What follows belongs to an exercise in optimizing a design on an open flow for small area, a short achievable clock period and few clock cycles; a production flow would make more cautious choices.
Only simulation tests tie the RTL to the original design; equivalence was not proved.

`design.v`:
```
package ecc_pkg;
    localparam int MUL_STEPS = 32;
endpackage
`timescale 1ns/1ps
module ecc_mul_step #(
    parameter int WIDTH = 32
) (
    input  logic [WIDTH-1:0] i_p,
    input  logic [WIDTH-1:0] i_z,
    input  logic [WIDTH-1:0] i_a,
    input  logic             i_b,
    output logic [WIDTH-1:0] o_z
);
    localparam int W = WIDTH + 3;
    logic [W-1:0] s, t, n1, n2;
    logic [W-1:0] c1s, c1c, c2s, c2c;
    logic [W-1:0] y0, y1, y2;
    assign s  = {2'b0, i_z, 1'b0};
    assign t  = {3'b0, i_a} & {W{i_b}};
    assign n1 = ~{3'b0, i_p};
    assign n2 = ~{2'b0, i_p, 1'b0};
    assign c1s = s ^ t ^ n1;
    assign c1c = {((s & t) | (s & n1) | (t & n1)), 1'b0};
    assign c2s = s ^ t ^ n2;
    assign c2c = {((s & t) | (s & n2) | (t & n2)), 1'b0};
    assign y0 = s + t;
    assign y1 = c1s + c1c + {{(W-1){1'b0}}, 1'b1};
    assign y2 = c2s + c2c + {{(W-1){1'b0}}, 1'b1};
    always_comb begin
        if (!y2[W-1])      o_z = y2[WIDTH-1:0];
        else if (!y1[W-1]) o_z = y1[WIDTH-1:0];
        else               o_z = y0[WIDTH-1:0];
    end
endmodule
module ecc_mod_sub #(
    parameter int WIDTH = 32
) (
    input  logic [WIDTH-1:0] i_p,
    input  logic [WIDTH-1:0] i_u,
    input  logic [WIDTH-1:0] i_v,
    output logic [WIDTH-1:0] o_d
);
    localparam int W = WIDTH + 2;
    logic [W-1:0] u, nv, pp;
    logic [W-1:0] cs, cc;
    logic [W-1:0] d0, d1;
    assign u  = {2'b0, i_u};
    assign nv = ~{2'b0, i_v};
    assign pp = {2'b0, i_p};
    assign cs = u ^ nv ^ pp;
    assign cc = {((u & nv) | (u & pp) | (nv & pp)), 1'b0};
    assign d0 = u + nv + {{(W-1){1'b0}}, 1'b1};
    assign d1 = cs + cc + {{(W-1){1'b0}}, 1'b1};
    assign o_d = d0[W-1] ? d1[WIDTH-1:0] : d0[WIDTH-1:0];
endmodule
`timescale 1ns/1ps
module ecc_point_add #(
    parameter int WIDTH = 32
) (
    input  logic             i_clk,
    input  logic             i_rst_n,
    input  logic             i_start,
    input  logic [WIDTH-1:0] i_p,
    input  logic [WIDTH-1:0] i_x1,
    input  logic [WIDTH-1:0] i_y1,
    input  logic [WIDTH-1:0] i_x2,
    input  logic [WIDTH-1:0] i_y2,
    output logic [WIDTH-1:0] o_x3,
    output logic [WIDTH-1:0] o_y3,
    output logic [WIDTH-1:0] o_z3,
    output logic             o_done
);
    localparam int TB = 7;
    localparam int T_END = 101;
    logic          start_d;
    logic          busy;
    logic          done_q;
    logic [TB-1:0] t;
    logic          accept;
    logic [WIDTH-1:0] p_q, x1_q, y1_q, h_q, r_q, x3_q, y3_q, z1_q, z2_q;
    assign accept = i_start & ~start_d & ~busy;
    always_ff @(posedge i_clk or negedge i_rst_n) begin
        if (!i_rst_n) begin
            start_d <= 1'b0;
            busy    <= 1'b0;
            done_q  <= 1'b0;
            t       <= '0;
        end else begin
            start_d <= i_start;
            if (accept) begin
                busy   <= 1'b1;
                done_q <= 1'b0;
                t      <= '0;
            end else if (busy) begin
                t <= t + 1'b1;
                if (t == 7'd101) begin
                    busy   <= 1'b0;
                    done_q <= 1'b1;
                end
            end
        end
    end
    logic m1_l1, m1_l2, m1_l3, m2_l1, m2_l2, m2_u, m2_l3;
    logic m1_last1, m1_last2, m2_last1, m2_last2;
    logic s_h, s_r, s_x3, s_t, s_y3;
    assign m1_l1 = busy && t >= 7'd1  && t <= 7'd32;
    assign m2_l1 = busy && t >= 7'd2  && t <= 7'd33;
    assign m1_l2 = busy && t >= 7'd34 && t <= 7'd65;
    assign m2_l2 = m1_l2;
    assign m2_u  = busy && t == 7'd66;
    assign m1_l3 = busy && t >= 7'd66 && t <= 7'd97;
    assign m2_l3 = busy && t >= 7'd69 && t <= 7'd100;
    assign m1_last1 = busy && t == 7'd32;
    assign m2_last1 = busy && t == 7'd33;
    assign m1_last2 = busy && t == 7'd65;
    assign m2_last2 = m1_last2;
    assign s_h  = busy && t == 7'd0;
    assign s_r  = busy && t == 7'd1;
    assign s_x3 = busy && t == 7'd67;
    assign s_t  = busy && t == 7'd68;
    assign s_y3 = busy && t == 7'd101;
    logic [WIDTH-1:0] m1_a, m1_z;
    logic             m1_b;
    always_comb begin
        if (m1_l1) begin
            m1_a = h_q;
            m1_b = x3_q[WIDTH-1];
        end else if (m1_l2) begin
            m1_a = x3_q;
            m1_b = h_q[WIDTH-1];
        end else begin
            m1_a = x3_q;
            m1_b = y1_q[WIDTH-1];
        end
    end
    ecc_mul_step #(.WIDTH(WIDTH)) mul1_i (
        .i_p (p_q),
        .i_z (z1_q),
        .i_a (m1_a),
        .i_b (m1_b),
        .o_z (m1_z)
    );
    logic [WIDTH-1:0] m2_a, m2_z;
    logic             m2_b;
    always_comb begin
        if (m2_l1) begin
            m2_a = r_q;
            m2_b = y3_q[WIDTH-1];
        end else if (m2_l3) begin
            m2_a = x1_q;
            m2_b = r_q[WIDTH-1];
        end else begin
            m2_a = x3_q;
            m2_b = m2_u | x1_q[WIDTH-1];
        end
    end
    ecc_mul_step #(.WIDTH(WIDTH)) mul2_i (
        .i_p (p_q),
        .i_z (z2_q),
        .i_a (m2_a),
        .i_b (m2_b),
        .o_z (m2_z)
    );
    logic [WIDTH-1:0] sub_u, sub_v, sub_d;
    always_comb begin
        if (s_h) begin
            sub_u = z1_q;
            sub_v = x1_q;
        end else if (s_r) begin
            sub_u = z2_q;
            sub_v = y1_q;
        end else if (s_x3) begin
            sub_u = y3_q;
            sub_v = z2_q;
        end else if (s_t) begin
            sub_u = x1_q;
            sub_v = y3_q;
        end else begin
            sub_u = z2_q;
            sub_v = z1_q;
        end
    end
    ecc_mod_sub #(.WIDTH(WIDTH)) sub_i (
        .i_p (p_q),
        .i_u (sub_u),
        .i_v (sub_v),
        .o_d (sub_d)
    );
    always_ff @(posedge i_clk) begin
        if (!busy) begin
            p_q  <= i_p;
            x1_q <= i_x1;
            y1_q <= i_y1;
            z1_q <= i_x2;
            z2_q <= i_y2;
        end else begin
            if (s_h || m1_last1 || m1_last2)   z1_q <= '0;
            else if (m1_l1 || m1_l2 || m1_l3)  z1_q <= m1_z;
            if (s_r || m2_last1 || s_x3)             z2_q <= '0;
            else if (m2_l1 || m2_l2 || m2_u || m2_l3) z2_q <= m2_z;
            if (m2_last2)   x1_q <= m2_z;
            else if (m2_l2) x1_q <= x1_q << 1;
            else if (s_t)   x1_q <= sub_d;
            if (m1_l3) y1_q <= y1_q << 1;
        end
        if (busy) begin
            if (s_h)        h_q <= sub_d;
            else if (m1_l2) h_q <= {h_q[WIDTH-2:0], h_q[WIDTH-1]};
            if (s_r)        r_q <= sub_d;
            else if (m2_l3) r_q <= r_q << 1;
            if (s_h)                       x3_q <= sub_d;
            else if (m1_last1 || m1_last2) x3_q <= m1_z;
            else if (m1_l1)                x3_q <= x3_q << 1;
            else if (s_y3)                 x3_q <= y3_q;
            if (s_r || s_x3 || s_y3) y3_q <= sub_d;
            else if (m2_last1)       y3_q <= m2_z;
            else if (m2_l1)          y3_q <= y3_q << 1;
        end
    end
    assign o_x3   = x3_q;
    assign o_y3   = y3_q;
    assign o_z3   = h_q;
    assign o_done = done_q;
endmodule
```
`run.sh`:
```
#!/bin/bash
# synth_recipe.tcl (not shown) runs the flow's synth.tcl, then flattens the netlist and writes it again
# the make line also repeats each setting of config.mk as NAME=value (left out here)
make -C /OpenROAD-flow-scripts/flow DESIGN_CONFIG=/design/flow/config.mk WORK_HOME=/design/flow/orfs CLKGATE_MAP_FILE= SYNTH_SCRIPT=/design/flow/synth_recipe.tcl finish
```
`config.mk`:
```
export PLATFORM = sky130hd
export DESIGN_NAME = ecc_point_add
export DESIGN_NICKNAME = ecc_point_add
export VERILOG_FILES = /design/flow/design.v
export SDC_FILE = /design/flow/constraint.sdc
export NUM_CORES = 4
export LEC_CHECK = 0
export CAP_MARGIN = 20
export CORE_MARGIN = 2
export CORE_UTILIZATION = 40
export PLACE_DENSITY = 0.6
export SLEW_MARGIN = 20
```
`constraint.sdc`:
```
create_clock -name core_clock -period 10.0 [get_ports {i_clk}]
set_input_delay 2.0000 -clock core_clock [delete_from_list [all_inputs] [get_ports {i_clk}]]
set_output_delay 2.0000 -clock core_clock [all_outputs]
set_load 0.01 [all_outputs]
```
==> results.txt <==
## registers in the layout, indices dropped and copies added (netlist names), 32 cells and up
signal	count
z2_q	32
x1_q	32
y1_q	32
z1_q	32
h_q	32
p_q	32
y3_q	32
r_q	32
x3_q	32
## Yosys cell counts (all sizes together) (26+ instances only)
library cell	count	area share, %
fa	163	9.5
o221ai	33	0.86
inv	234	2.5
buf	41	0.54
o21a	40	0.87
o2bb2ai	34	0.86
a21oi	338	4.9
nand2	564	6.1
xor2	60	1.5
a221o	27	0.78
o21ai	256	3.7
o31ai	32	0.71
o22ai	47	0.85
mux2	35	1.2
ha	258	9.4
clkbuf	152	1.7
edfxtp	288	25
a221oi	26	0.70
and3	43	0.78
a211oi	84	1.8
nor2b	30	0.54
a22o	29	0.74
o211ai	40	0.87
mux2i	78	2.3
nand2b	35	0.66
xnor2	117	3.0
nor2	318	3.5
nor3	63	0.96
a31oi	76	1.4
nand3	75	1.1
o21bai	26	0.60
a21o	165	3.6
## metrics by stage
| step | worst slack [ns] | hold WS (ns) | utilization [%] | cells |
|---|---|---|---|---|
| finish | 1.513 | 0.5501 | 46.55 | 5422 |
| global route | 1.169 | 0.5846 | 46.53 | 5418 |
| CTS | 1.823 | 0.5477 | 46.53 | 5418 |
| detailed placement | 1.862 | 0.5405 | 45.01 | 5343 |
| global placement | 2.007 | 0.5408 | 45.00 | 5343 |
| floorplan | 3.641 | 0.5148 | - | 4071 |
## critical path: cells and delay by family (launching register included)
family	cells	cell delay [ns]
adders and majority gates	3	1.18
muxes	1	0.16
DFF	1	0.52
AOI/OAI and AO/OA	10	3.03
and+or+nand+nor	6	2.24
buffers and inverters	6	1.14
## cell type report
cell class                 count  area share (%)
tap                         1144           3.606
antenna                        4         0.02522
clock inverter                23          0.4980
multi-input combinational   3346           60.76
sequential                   298           22.42
clock buffer                  52           2.764
inverter                     234           2.219
timing repair buffer         321           7.704
## routing by layer
metal  up-vias  track usage [%]  part of all wire, %
met4         4            23.71                  8.6
li1      15380                -                    -
met2      1945            49.73                   43
met3       483            4.631                  8.6
met1     16310            41.92                   39
met5         -                0                0.019
## cells by family (layout without fill, tap and decap cells)
group | after synthesis | after routing | synth area share [%]
AO/OA/AOI/OAI | 1382 | 1382 | 26.66
AND/OR/NAND/NOR | 1253 | 1253 | 16.10
buffers and inverters | 427 | 630 | 4.738
adder cells (fa/ha/maj) | 421 | 421 | 18.81
flip-flops | 298 | 298 | 25.78
XOR/XNOR | 177 | 177 | 4.492
multiplexers | 113 | 113 | 3.415
other | 0 | 4 | 0
## path summary, 6_finish.rpt
| check | startpoint | to | slack (ns) | cells past startpoint |
|---|---|---|---|---|
| worst max register to register | t[1]$_DFFE_PN0P_ | x3_q[0]$_DFFE_PP_ | 1.51 | 26 |
| max in group asynchronous | i_rst_n | busy$_DFF_PN0_ | 7.72 | 1 |
| worst min register to register | r_q[24]$_DFFE_PP_ | r_q[25]$_DFFE_PP_ | 0.55 | 2 |
| worst max-delay path | t[1]$_DFFE_PN0P_ | x3_q[0]$_DFFE_PP_ | 1.51 | 26 |
| min in group asynchronous | i_rst_n | t[0]$_DFFE_PN0P_ | 1.82 | 1 |
| worst min-delay path | r_q[24]$_DFFE_PP_ | r_q[25]$_DFFE_PP_ | 0.55 | 2 |
==> flow_metrics.tcl <==
set metrics [dict create \
    status "timing/DRC/antenna clean" \
    crit_path_start_kind "flop" \
    syn_nets 4655 \
    mostFrequentLayoutCells "562 x nand2_1, 335 x a21oi_1, 313 x nor2_1" \
    ys_seq_area_share_pct 25.78 \
    async_reset_ff_share_pct 3.356 \
    dieWidth_microns 297.7 \
    io_pins 260 \
    endpoint_kind "flop" \
    vias 34120 \
    grt_pass1_vias 31730 \
    max_stage_delay_ns 0.73 \
    clk_path_buf_depth 3 \
    insertion_delay_ns 0.59 \
    coreArea_sq_um 85280 \
    multi_input_area_sq_um 24120 \
    drc 0 \
    die_area_sq_um 88650 \
    cts_resized 0 \
    cts_tree "done" \
    syn_area_sq_um 34510 \
    cts_made_buffers 41 \
    final_hold_viol_count 0 \
    antenna_left 0 \
    ys_types 95 \
    post_cts_buffers 0 \
    relSlewSlack_pct 18.03 \
    min_path_type "flop to flop" \
    die_h_microns 297.7 \
    viasPerCell 6.293 \
    layout-drive-gt1-share_pct 5.381 \
    worst-setup-path-type "flop to flop" \
    area_delta_synth_final_pct 15.02 \
    clock_skew_ns 0.02193 \
    crit_fanout 30 \
    arrival_ns 8.91 \
    synth_seq_cells 298 \
    port_buffers 259 \
    num_rows 107 \
    synth_ff_type "edfxtp_1" \
    routabilityCongestion 1.007 \
    grt_pass1_wl_microns 213600 \
    dp_hpwl_microns 118700 \
    setup_viol 0 \
    fmax_ghz 0.1178 \
    fin_crit_ns 8.487 \
    dr.first_iter.drc_count 3917 \
    timing.setup.tns_ns 0 \
    final_cell_area_sq_um 39690 \
    wl_per_cell_microns 27.48 \
    maxCapViolCount 0 \
    report.final.slew_viol_count 0 \
    placed_area_sq_um 38380 \
    path_clk_slew_ns 0.06 \
    nFillCells 8441 \
    ys.warnings.count 2 \
    critPathRequiredTime_ns 10.42 \
    syn_inst 4071 \
    clock_sinks 298 \
    grt_overflow 0 \
    period_share_pct 84.87 \
    synth_area_per_cell_sq_um 8.477 \
    gr-usage-all-layers_pct 32.49 \
    grt_max_degree 73 \
    synth_edf_count 288 \
    final_common_cell "nand2_1" \
    htree_num_levels 2 \
    totalWireLength_microns 149000 \
    worst_pin_slew_ns 1.195 \
    regArea_sq_um 8900 \
    antenna_found_initial 6 \
    ctsHoldBuffers 0 \
    cpMostUsedCell "inv_1" \
    rsz0062_at_grt "no" \
    drtPass1Iterations 7 \
    cts_root_buf "clkbuf_16" \
    start_util_pct 40.47 \
    layout.nets 4826 \
    slowest_stage "a21oi_1" \
]
Testbench counts, summed over its fixed seeds: cycles 19,776.

separate check: timing with driven ports:
No port has a modelled driver above. Below, the same layout with a new extraction and two added sets of constraints. Step 1 assumes that a clkbuf_16 drives the clock port and a buf_2 every other input. Step 2, shift: input delay + t, output delay - t, t = (earliest + latest rising clock arrival at the registers) / 2. This alone moves slack from input paths to output paths. Three values: no drivers, after step 1, after step 2; two values: the first two.
t (ns): 0.645
setup slack, ns: 1.513 / 1.513 / 1.513
worst hold slack (ns): 0.550 / 0.550 / 0.550
worst setup path after step 2: register to register
slew at the worst register clock pin (ns): 0.07 / 0.07
After both steps setup and hold are still met in this run. For this run, drivers alone change the setup slack by 0.000 ns; drivers and shift together by 0.000 ns.
